Context: an optimization exercise on an open-source flow, tuned for small area, a short achievable clock period and few clock cycles. The choices shown serve that exercise and are no tape-out recipe. In this exercise RTL edits were held to simulation tests only and were not proved equivalent to the original.

==> inputs of 08-21 <==
==> flow/design.v (excerpt) <==
module trialign_top (
  input  logic                                       CLK,
  input  logic                                       rst,
  input  logic                                       start_i,
  input  logic [trialign_pkg::LEN_A_BITS-1:0]         len_a_i,
  input  logic [trialign_pkg::LEN_BC_BITS-1:0]        len_b_i,
  input  logic [trialign_pkg::LEN_BC_BITS-1:0]        len_c_i,
  input  logic [trialign_pkg::SYM_BITS-1:0]           a_sym_i,
  input  logic [trialign_pkg::SYM_BITS-1:0]           b_sym_i,
  input  logic [trialign_pkg::SYM_BITS-1:0]           c_sym_i,
  input  logic                                       score_ready_i,
  output logic [trialign_pkg::A_ADDR_BITS-1:0]        a_addr_o,
  output logic [trialign_pkg::BC_ADDR_BITS-1:0]       b_addr_o,
  output logic [trialign_pkg::BC_ADDR_BITS-1:0]       c_addr_o,
  output logic                                       busy_o,
  output logic signed [trialign_pkg::SCORE_BITS-1:0]  score_o,
  output logic                                       score_valid_o
);
clock: 24.0 ns
lec_check: 0
cap_margin: 40
core_margin: 2
core_utilization: 30
place_density: 0.4
slew_margin: 40
standard.sh (not shown) runs the stock make flow with config.mk's settings and CLKGATE_MAP_FILE= SYNTH_SCRIPT=/design/flow/synth_recipe.tcl, a recipe that flattens the netlist after the stock synthesis.
==> flow/flow/run.sh <==
#!/bin/bash
# Layout: the standard flow, except that the port buffers are plain
# buffers (buf_2) instead of the delay cell buffer_ports picks itself, and
# that timing repair aims for 19 ns of setup slack at the 24 ns clock, so
# that it sizes the logic for a shorter achieved period.
set -euo pipefail
export BUFFER_PORTS_ARGS="-buffer_cell sky130_fd_sc_hd__buf_2"
export SETUP_SLACK_MARGIN=19
bash standard.sh > standard.log 2>&1
==> 04-04: changes against 08-21 <==
--- a/flow/design.v
+++ b/flow/design.v
@@ -323,32 +323,13 @@
     inc12 = r;
   endfunction
   e_t c1, c2, c3;
   assign c1 = inc12(pp_i, eq_ar_i);
   assign c2 = inc12(np_i, eq_ac_i);
   assign c3 = inc12(nrw_i, eq_rc_i);
-  function automatic e_t amax3(input e_t x0, input e_t x1, input e_t x2);
-    logic g01, g02, g12;
-    g01 = egt(x0, x1);
-    g02 = egt(x0, x2);
-    g12 = egt(x1, x2);
-    amax3 = ((g01 & g02) ? x0 : e_t'(0)) | ((~g01 & g12) ? x1 : e_t'(0)) |
-            ((~g02 & ~g12) ? x2 : e_t'(0));
-  endfunction
-  function automatic e_t amax4(input e_t x0, input e_t x1, input e_t x2, input e_t x3);
-    logic g01, g02, g03, g12, g13, g23;
-    g01 = egt(x0, x1);
-    g02 = egt(x0, x2);
-    g03 = egt(x0, x3);
-    g12 = egt(x1, x2);
-    g13 = egt(x1, x3);
-    g23 = egt(x2, x3);
-    amax4 = ((g01 & g02 & g03) ? x0 : e_t'(0)) | ((~g01 & g12 & g13) ? x1 : e_t'(0)) |
-            ((~g02 & ~g12 & g23) ? x2 : e_t'(0)) | ((~g03 & ~g13 & ~g23) ? x3 : e_t'(0));
-  endfunction
-  assign e_o = emax(amax3(p_i, rw_i, nl_i), amax4(c0_i, c1, c2, c3));
+  assign e_o = emax(emax(emax(p_i, rw_i), nl_i), emax(emax(c0_i, c1), emax(c2, c3)));
 endmodule
 `timescale 1ns/1ns
 import trialign_pkg::*;
 module trialign_top (
   input  logic                                       CLK,
   input  logic                                       rst,
@@ -411,16 +392,16 @@
   logic [W-1:0] a_out, b_out;
   logic         start_ok, row_end, job_end, issue, slot_free, cap, quiet;
   logic [SYM_BITS-1:0] rs_next, rs_cur;
   e_t           cap_e, fin;
   assign start_ok  = start_i && !busy_o;
   assign row_end   = !fresh && (j_q == lp_q);
-  assign job_end   = (fresh ? lr1_q : (j_q == lr_q)) && (pa_q + 7'd1 >= la_q);
+  assign job_end   = (fresh ? lr1_q : (j_q >= lr_q)) && (pa_q + 7'd1 >= la_q);
   assign issue     = (state == S_RUN) && job_end;
   assign slot_free = !score_valid_o || score_ready_i;
-  assign quiet     = !score_valid_o && !pend && ((ld_cnt == '0) || (ld_cnt == 3'd7));
+  assign quiet     = !score_valid_o && !pend && !cap && ((ld_cnt == '0) || (ld_cnt == 3'd7));
   assign a_addr_o = a_addr_q;
   assign b_addr_o = ld_cnt;
   assign c_addr_o = ld_cnt;
   seq_fetch u_fetch (
     .CLK     (CLK),
     .load0_i (!busy_o),
@@ -458,13 +439,13 @@
   always_ff @(posedge CLK) begin
     if (start_ok) begin
       la_q   <= len_a_i;
       lb_q   <= len_b_i;
       lc_q   <= len_c_i;
       swap_q <= (len_c_i < len_b_i);
-      lr1_q  <= (len_b_i == 4'd1) || (len_c_i == 4'd1);
+      lr1_q  <= (len_b_i <= 4'd1) || (len_c_i <= 4'd1);
     end
     if (fresh) begin
       lr_q   <= swap_q ? lc_q : lb_q;
       lp_q   <= (swap_q ? (lc_q < 4'd2) : (lb_q < 4'd2)) ? 4'd2 : (swap_q ? lc_q : lb_q);
       lm1_q  <= (swap_q ? (lc_q < 4'd3) : (lb_q < 4'd3)) ? 3'd0 : 3'(swap_q ? lc_q - 4'd2 : lb_q - 4'd2);
       l2_q   <= swap_q ? (lc_q < 4'd3) : (lb_q < 4'd3);
@@ -519,13 +500,13 @@
       cap_cnt       <= '0;
       iss_d         <= 1'b0;
     end else begin
       fresh <= start_ok;
       if (ld_cnt != '0) ld_cnt <= ld_cnt + 1'b1;
       iss_d <= issue;
-      if (iss_d) cap_cnt <= lcol_q + 4'd1;
+      if (iss_d) cap_cnt <= lcol_q[3] ? 4'd9 : lcol_q + 4'd1;
       else if (cap_cnt != '0) cap_cnt <= cap_cnt - 1'b1;
       if ((cap || pend) && slot_free) begin
         score_valid_o <= 1'b1;
         pend          <= 1'b0;
       end else begin
         if (score_ready_i) score_valid_o <= 1'b0;
==> flow/flow/run.sh (replaced) <==
#!/bin/bash
# Layout: the standard flow, except that the port buffers are plain
# buffers (buf_2) instead of the delay cell buffer_ports picks itself, and
# that timing repair aims for 18 ns of setup slack at the 24 ns clock, so
# that it sizes the logic for a shorter achieved period.
set -euo pipefail
export BUFFER_PORTS_ARGS="-buffer_cell sky130_fd_sc_hd__buf_2"
export SETUP_SLACK_MARGIN=18
bash standard.sh > standard.log 2>&1
==> flow/config.mk (replaced) <==
export PLATFORM = sky130hd
export DESIGN_NAME = trialign_top
export DESIGN_NICKNAME = trialign_top
export VERILOG_FILES = /design/flow/design.v
export SDC_FILE = /design/flow/constraint.sdc
export NUM_CORES = 4
export LEC_CHECK = 0
export ABC_AREA = 1
export CAP_MARGIN = 40
export CORE_MARGIN = 2
export CORE_UTILIZATION = 60
export CTS_CLUSTER_DIAMETER = 100
export CTS_CLUSTER_SIZE = 20
export PLACE_DENSITY = 0.7
export SLEW_MARGIN = 40
export SYNTH_HIERARCHICAL = 1
==> 02-20: changes against 08-21 <==
--- a/flow/design.v
+++ b/flow/design.v
@@ -323,32 +323,13 @@
     inc12 = r;
   endfunction
   e_t c1, c2, c3;
   assign c1 = inc12(pp_i, eq_ar_i);
   assign c2 = inc12(np_i, eq_ac_i);
   assign c3 = inc12(nrw_i, eq_rc_i);
-  function automatic e_t amax3(input e_t x0, input e_t x1, input e_t x2);
-    logic g01, g02, g12;
-    g01 = egt(x0, x1);
-    g02 = egt(x0, x2);
-    g12 = egt(x1, x2);
-    amax3 = ((g01 & g02) ? x0 : e_t'(0)) | ((~g01 & g12) ? x1 : e_t'(0)) |
-            ((~g02 & ~g12) ? x2 : e_t'(0));
-  endfunction
-  function automatic e_t amax4(input e_t x0, input e_t x1, input e_t x2, input e_t x3);
-    logic g01, g02, g03, g12, g13, g23;
-    g01 = egt(x0, x1);
-    g02 = egt(x0, x2);
-    g03 = egt(x0, x3);
-    g12 = egt(x1, x2);
-    g13 = egt(x1, x3);
-    g23 = egt(x2, x3);
-    amax4 = ((g01 & g02 & g03) ? x0 : e_t'(0)) | ((~g01 & g12 & g13) ? x1 : e_t'(0)) |
-            ((~g02 & ~g12 & g23) ? x2 : e_t'(0)) | ((~g03 & ~g13 & ~g23) ? x3 : e_t'(0));
-  endfunction
-  assign e_o = emax(amax3(p_i, rw_i, nl_i), amax4(c0_i, c1, c2, c3));
+  assign e_o = emax(emax(emax(p_i, rw_i), nl_i), emax(emax(c0_i, c1), emax(c2, c3)));
 endmodule
 `timescale 1ns/1ns
 import trialign_pkg::*;
 module trialign_top (
   input  logic                                       CLK,
   input  logic                                       rst,
@@ -411,13 +392,13 @@
   logic [W-1:0] a_out, b_out;
   logic         start_ok, row_end, job_end, issue, slot_free, cap, quiet;
   logic [SYM_BITS-1:0] rs_next, rs_cur;
   e_t           cap_e, fin;
   assign start_ok  = start_i && !busy_o;
   assign row_end   = !fresh && (j_q == lp_q);
-  assign job_end   = (fresh ? lr1_q : (j_q == lr_q)) && (pa_q + 7'd1 >= la_q);
+  assign job_end   = (fresh ? lr1_q : (j_q >= lr_q)) && (pa_q + 7'd1 >= la_q);
   assign issue     = (state == S_RUN) && job_end;
   assign slot_free = !score_valid_o || score_ready_i;
   assign quiet     = !score_valid_o && !pend && ((ld_cnt == '0) || (ld_cnt == 3'd7));
   assign a_addr_o = a_addr_q;
   assign b_addr_o = ld_cnt;
   assign c_addr_o = ld_cnt;
@@ -458,13 +439,13 @@
   always_ff @(posedge CLK) begin
     if (start_ok) begin
       la_q   <= len_a_i;
       lb_q   <= len_b_i;
       lc_q   <= len_c_i;
       swap_q <= (len_c_i < len_b_i);
-      lr1_q  <= (len_b_i == 4'd1) || (len_c_i == 4'd1);
+      lr1_q  <= (len_b_i <= 4'd1) || (len_c_i <= 4'd1);
     end
     if (fresh) begin
       lr_q   <= swap_q ? lc_q : lb_q;
       lp_q   <= (swap_q ? (lc_q < 4'd2) : (lb_q < 4'd2)) ? 4'd2 : (swap_q ? lc_q : lb_q);
       lm1_q  <= (swap_q ? (lc_q < 4'd3) : (lb_q < 4'd3)) ? 3'd0 : 3'(swap_q ? lc_q - 4'd2 : lb_q - 4'd2);
       l2_q   <= swap_q ? (lc_q < 4'd3) : (lb_q < 4'd3);
@@ -519,13 +500,13 @@
       cap_cnt       <= '0;
       iss_d         <= 1'b0;
     end else begin
       fresh <= start_ok;
       if (ld_cnt != '0) ld_cnt <= ld_cnt + 1'b1;
       iss_d <= issue;
-      if (iss_d) cap_cnt <= lcol_q + 4'd1;
+      if (iss_d) cap_cnt <= lcol_q[3] ? 4'd9 : lcol_q + 4'd1;
       else if (cap_cnt != '0) cap_cnt <= cap_cnt - 1'b1;
       if ((cap || pend) && slot_free) begin
         score_valid_o <= 1'b1;
         pend          <= 1'b0;
       end else begin
         if (score_ready_i) score_valid_o <= 1'b0;
==> flow/flow/run.sh (replaced) <==
#!/bin/bash
# Layout: the standard flow, except that the port buffers are plain
# buffers (buf_2) instead of the delay cell buffer_ports picks itself, and
# that timing repair aims for 18 ns of setup slack at the 24 ns clock, so
# that it sizes the logic for a shorter achieved period.
set -euo pipefail
export BUFFER_PORTS_ARGS="-buffer_cell sky130_fd_sc_hd__buf_2"
export SETUP_SLACK_MARGIN=18
bash standard.sh > standard.log 2>&1
==> flow/config.mk (replaced) <==
export PLATFORM = sky130hd
export DESIGN_NAME = trialign_top
export DESIGN_NICKNAME = trialign_top
export VERILOG_FILES = /design/flow/design.v
export SDC_FILE = /design/flow/constraint.sdc
export NUM_CORES = 4
export LEC_CHECK = 0
export ABC_AREA = 1
export CAP_MARGIN = 40
export CORE_MARGIN = 2
export CORE_UTILIZATION = 60
export CTS_CLUSTER_DIAMETER = 100
export CTS_CLUSTER_SIZE = 20
export PLACE_DENSITY = 0.7
export SLEW_MARGIN = 40
==> summary of the runs <==
- Sequential share of layout area: 02-20 > 04-04 > 08-21.
- Between 02-20 and 04-04, the lower register-to-register slack is in 02-20 (gap 150 ps).
- Via count: 08-21 > 04-04 > 02-20.
- Against 02-20, the synthesized area of 04-04 is higher by 5.5%.
- In 04-04 the count of clock-buffer cells in the layout is higher than in 02-20, by 4.
- The lowest hold slack belongs to 08-21, the highest to 02-20.
- Critical path depth is the same in 08-21 and 04-04.
Testbench counts of 08-21, summed over its fixed seeds: cycles 11,251.
Testbench counts of 04-04, summed over its fixed seeds: cycles 11,251.
Testbench counts of 02-20, summed over its fixed seeds: cycles 11,251.

[afterwards: timing with drivers on the ports]
In the flow no input, the clock included, has a driving cell. The finished layouts below were timed again as built, in two steps.
Step 1, drivers: a clkbuf_16 drives CLK and a buf_2 each remaining input, both assumed.
Step 2 times the ports against the registers' clock, not the clock port: input delays grow and output delays shrink by t, the midpoint of the rising clock arrivals with the driver on.
a / b / c = no drivers / after step 1 / after step 2; a / b = the first two.
| run | t (ns) | setup WS [ns] | worst setup path after step 2 | latest minus earliest clock arrival (ns) | worst register clock-pin slew, ns |
|---|---|---|---|---|---|
| 08-21 | 0.886 | 17.793 / 17.706 / 18.223 | input to register | 0.049 / 0.050 | 0.07 / 0.07 |
| 04-04 | 0.758 | 17.919 / 17.845 / 17.607 | input to register | 0.041 / 0.041 | 0.09 / 0.09 |
| 02-20 | 0.748 | 17.938 / 17.863 / 17.621 | input to register | 0.026 / 0.026 | 0.10 / 0.10 |
After both steps every run listed still meets setup and hold. The setup slack of 02-20, which loses most, moves by -0.075 ns with the drivers and by -0.317 ns with both steps.
